What follows belongs to an exercise in optimizing a design on an open flow for small area; a production flow would make more cautious choices. Power is estimated from default activity; no workload was simulated.

==> module fwd_sel, before the edit <==
module fwd_sel
(
  input  exec_ctrl_pkg::fwd_sel_t fwd_sel_i,
  input  logic load_fwd_i,
  output logic s_ld_o, s_rf_o, s_ex_o, s_wb_o, s_mem_o
);
  assign s_ld_o  = load_fwd_i;
  assign s_rf_o  = !load_fwd_i && (fwd_sel_i == exec_ctrl_pkg::FWD_REGFILE);
  assign s_ex_o  = !load_fwd_i && (fwd_sel_i == exec_ctrl_pkg::FWD_EX);
  assign s_wb_o  = !load_fwd_i && (fwd_sel_i == exec_ctrl_pkg::FWD_WB);
  assign s_mem_o = !load_fwd_i && (fwd_sel_i == exec_ctrl_pkg::FWD_MEM);
endmodule
==> module operand_forward, before the edit <==
module operand_forward
(
  input  rv64_isa_pkg::xlen_t    regfile_data_i,
  input  rv64_isa_pkg::xlen_t    ex_data_i,
  input  rv64_isa_pkg::xlen_t    mem_data_i,
  input  rv64_isa_pkg::xlen_t    wb_data_i,
  input  rv64_isa_pkg::xlen_t    load_data_i,
  input  exec_ctrl_pkg::fwd_sel_t fwd_sel_i,
  input  logic     load_fwd_i,
  output rv64_isa_pkg::xlen_t    operand_o
);
  for (genvar k = 0; k < 4; k++) begin : g_slice
    logic s_ld, s_rf, s_ex, s_wb, s_mem;
    fwd_sel u_sel (
      .fwd_sel_i, .load_fwd_i,
      .s_ld_o (s_ld), .s_rf_o (s_rf), .s_ex_o (s_ex), .s_wb_o (s_wb), .s_mem_o (s_mem)
    );
    for (genvar i = 16*k; i < 16*k+16; i++) begin : g_bit
      fwd_bit u_bit (
        .a (load_data_i[i]), .b (regfile_data_i[i]), .c (ex_data_i[i]),
        .d (wb_data_i[i]),   .e (mem_data_i[i]),
        .sa (s_ld), .sb (s_rf), .sc (s_ex), .sd (s_wb), .se (s_mem),
        .y (operand_o[i])
      );
    end
  end
endmodule
==> flow/config.mk <==
export PLATFORM = sky130hd
export DESIGN_NAME = decode_stage
export DESIGN_NICKNAME = decode_stage
export VERILOG_FILES = /design/flow/design.v
export SDC_FILE = /design/flow/constraint.sdc
export NUM_CORES = 4
export LEC_CHECK = 0
export CAP_MARGIN = 20
export CORE_AREA = 5 5 295 295
export DIE_AREA = 0 0 300 300
export SLEW_MARGIN = 20
export SYNTH_HIERARCHICAL = 1
export SYNTH_MINIMUM_KEEP_SIZE = 0
==> flow/constraint.sdc <==
create_clock -name core_clock -period 12.0 [get_ports {clk_i}]
set_input_delay 2.4000 -clock core_clock [delete_from_list [all_inputs] [get_ports {clk_i}]]
set_output_delay 2.4000 -clock core_clock [all_outputs]
set_load 0.01 [all_outputs]
standard.sh (not shown) runs the stock make flow with config.mk's settings and CLKGATE_MAP_FILE= SYNTH_SCRIPT=/design/flow/synth_recipe.tcl, a recipe that flattens the netlist after the stock synthesis.
==> flow/flow/run.sh <==
#!/bin/bash
# Standard layout (the standard.sh, standard synthesis unchanged) with:
#  - port buffers made from the smallest buffer cell,
#  - a clock tree of smaller clock buffers without dummy loads,
#  - gates off the critical paths downsized after global placement, before
#    the standard repair_design of the resize step.
set -e -o pipefail
export BUFFER_PORTS_ARGS="-buffer_cell sky130_fd_sc_hd__buf_1"
export CTS_ARGS="-sink_clustering_enable -repair_clock_nets -dont_use_dummy_load -buf_list {sky130_fd_sc_hd__clkbuf_4 sky130_fd_sc_hd__clkbuf_8}"
export GPL_KEEP_OVERFLOW=0
export PRE_RESIZE_TCL=$PWD/flow/pre_resize.tcl
bash standard.sh > standard.log 2>&1
==> flow/flow/pre_resize.tcl <==
# Downsize gates with timing slack (same footprint only); repair_design in
# the resize step then fixes any slew or capacitance this leaves.
estimate_parasitics -placement
set_dont_use $::env(DONT_USE_CELLS)
report_design_area
repair_timing -recover_power 100 -match_cell_footprint -verbose
report_design_area
report_wns
==> next run, changes <==
--- a/flow/design.v
+++ b/flow/design.v
@@ -160,18 +160,6 @@
 );
   assign y = (sa & a) | (sb & b) | (sc & c) | (sd & d) | (se & e);
 endmodule
-module fwd_sel
-(
-  input  exec_ctrl_pkg::fwd_sel_t fwd_sel_i,
-  input  logic load_fwd_i,
-  output logic s_ld_o, s_rf_o, s_ex_o, s_wb_o, s_mem_o
-);
-  assign s_ld_o  = load_fwd_i;
-  assign s_rf_o  = !load_fwd_i && (fwd_sel_i == exec_ctrl_pkg::FWD_REGFILE);
-  assign s_ex_o  = !load_fwd_i && (fwd_sel_i == exec_ctrl_pkg::FWD_EX);
-  assign s_wb_o  = !load_fwd_i && (fwd_sel_i == exec_ctrl_pkg::FWD_WB);
-  assign s_mem_o = !load_fwd_i && (fwd_sel_i == exec_ctrl_pkg::FWD_MEM);
-endmodule
 module operand_forward
 (
   input  rv64_isa_pkg::xlen_t    regfile_data_i,
@@ -183,20 +171,19 @@
   input  logic     load_fwd_i,
   output rv64_isa_pkg::xlen_t    operand_o
 );
-  for (genvar k = 0; k < 4; k++) begin : g_slice
-    logic s_ld, s_rf, s_ex, s_wb, s_mem;
-    fwd_sel u_sel (
-      .fwd_sel_i, .load_fwd_i,
-      .s_ld_o (s_ld), .s_rf_o (s_rf), .s_ex_o (s_ex), .s_wb_o (s_wb), .s_mem_o (s_mem)
+  logic s_ld, s_rf, s_ex, s_wb, s_mem;
+  assign s_ld  = load_fwd_i;
+  assign s_rf  = !load_fwd_i && (fwd_sel_i == exec_ctrl_pkg::FWD_REGFILE);
+  assign s_ex  = !load_fwd_i && (fwd_sel_i == exec_ctrl_pkg::FWD_EX);
+  assign s_wb  = !load_fwd_i && (fwd_sel_i == exec_ctrl_pkg::FWD_WB);
+  assign s_mem = !load_fwd_i && (fwd_sel_i == exec_ctrl_pkg::FWD_MEM);
+  for (genvar i = 0; i < 64; i++) begin : g_bit
+    fwd_bit u_bit (
+      .a (load_data_i[i]), .b (regfile_data_i[i]), .c (ex_data_i[i]),
+      .d (wb_data_i[i]),   .e (mem_data_i[i]),
+      .sa (s_ld), .sb (s_rf), .sc (s_ex), .sd (s_wb), .se (s_mem),
+      .y (operand_o[i])
     );
-    for (genvar i = 16*k; i < 16*k+16; i++) begin : g_bit
-      fwd_bit u_bit (
-        .a (load_data_i[i]), .b (regfile_data_i[i]), .c (ex_data_i[i]),
-        .d (wb_data_i[i]),   .e (mem_data_i[i]),
-        .sa (s_ld), .sb (s_rf), .sc (s_ex), .sd (s_wb), .se (s_mem),
-        .y (operand_o[i])
-      );
-    end
   end
 endmodule
 `timescale 1ns/100ps
=> The new run ran to the end with no violations. Worst setup slack gains 0.057 ns. Synthesized area shrinks by about 1.7%. Power decreases by about 1%. Utilization is about the same. Routed wire length is higher by about 1.8%. Hold slack is worse by 0.024 ns. Die area does not change. Clock-buffer cell count shrinks by 3. Cell count stays flat. Sequential power barely changes. Clock power decreases by about 4%. Final area barely changes. Critical path depth decreases by 1. Sequential share of layout area stays flat.
Function was not checked in any run of this note: the RTL went through the layout flow alone.

## afterwards: timing with drivers on the ports
The results above use ideal ports. As a check the final layouts listed here were re-extracted and re-timed, cells and wires unchanged. Step 1, drivers: a clkbuf_16 drives clk_i and a buf_2 each remaining input, both assumed. Step 2 adds t to the input delays and takes it off the output delays; t is the mean of the earliest and latest rising clock arrival at the registers after step 1. Input paths then give back, and output paths get back, about the clock's delay inside the block. Three values: ideal ports, drivers, drivers and shift; two values: the first two.
run | t (ns) | setup slack, ns | latest minus earliest clock arrival (ns) | slew at the worst register clock pin (ns)
the first run | 0.653 | 0.270 / 0.216 / 0.216 | 0.056 / 0.056 | 0.07 / 0.07
the second run | 0.666 | 0.327 / 0.203 / 0.203 | 0.057 / 0.057 | 0.06 / 0.06
After both steps setup and hold are still met in every run listed. The setup slack of the second run, which loses most, moves by -0.124 ns with the drivers and by -0.124 ns with both steps.
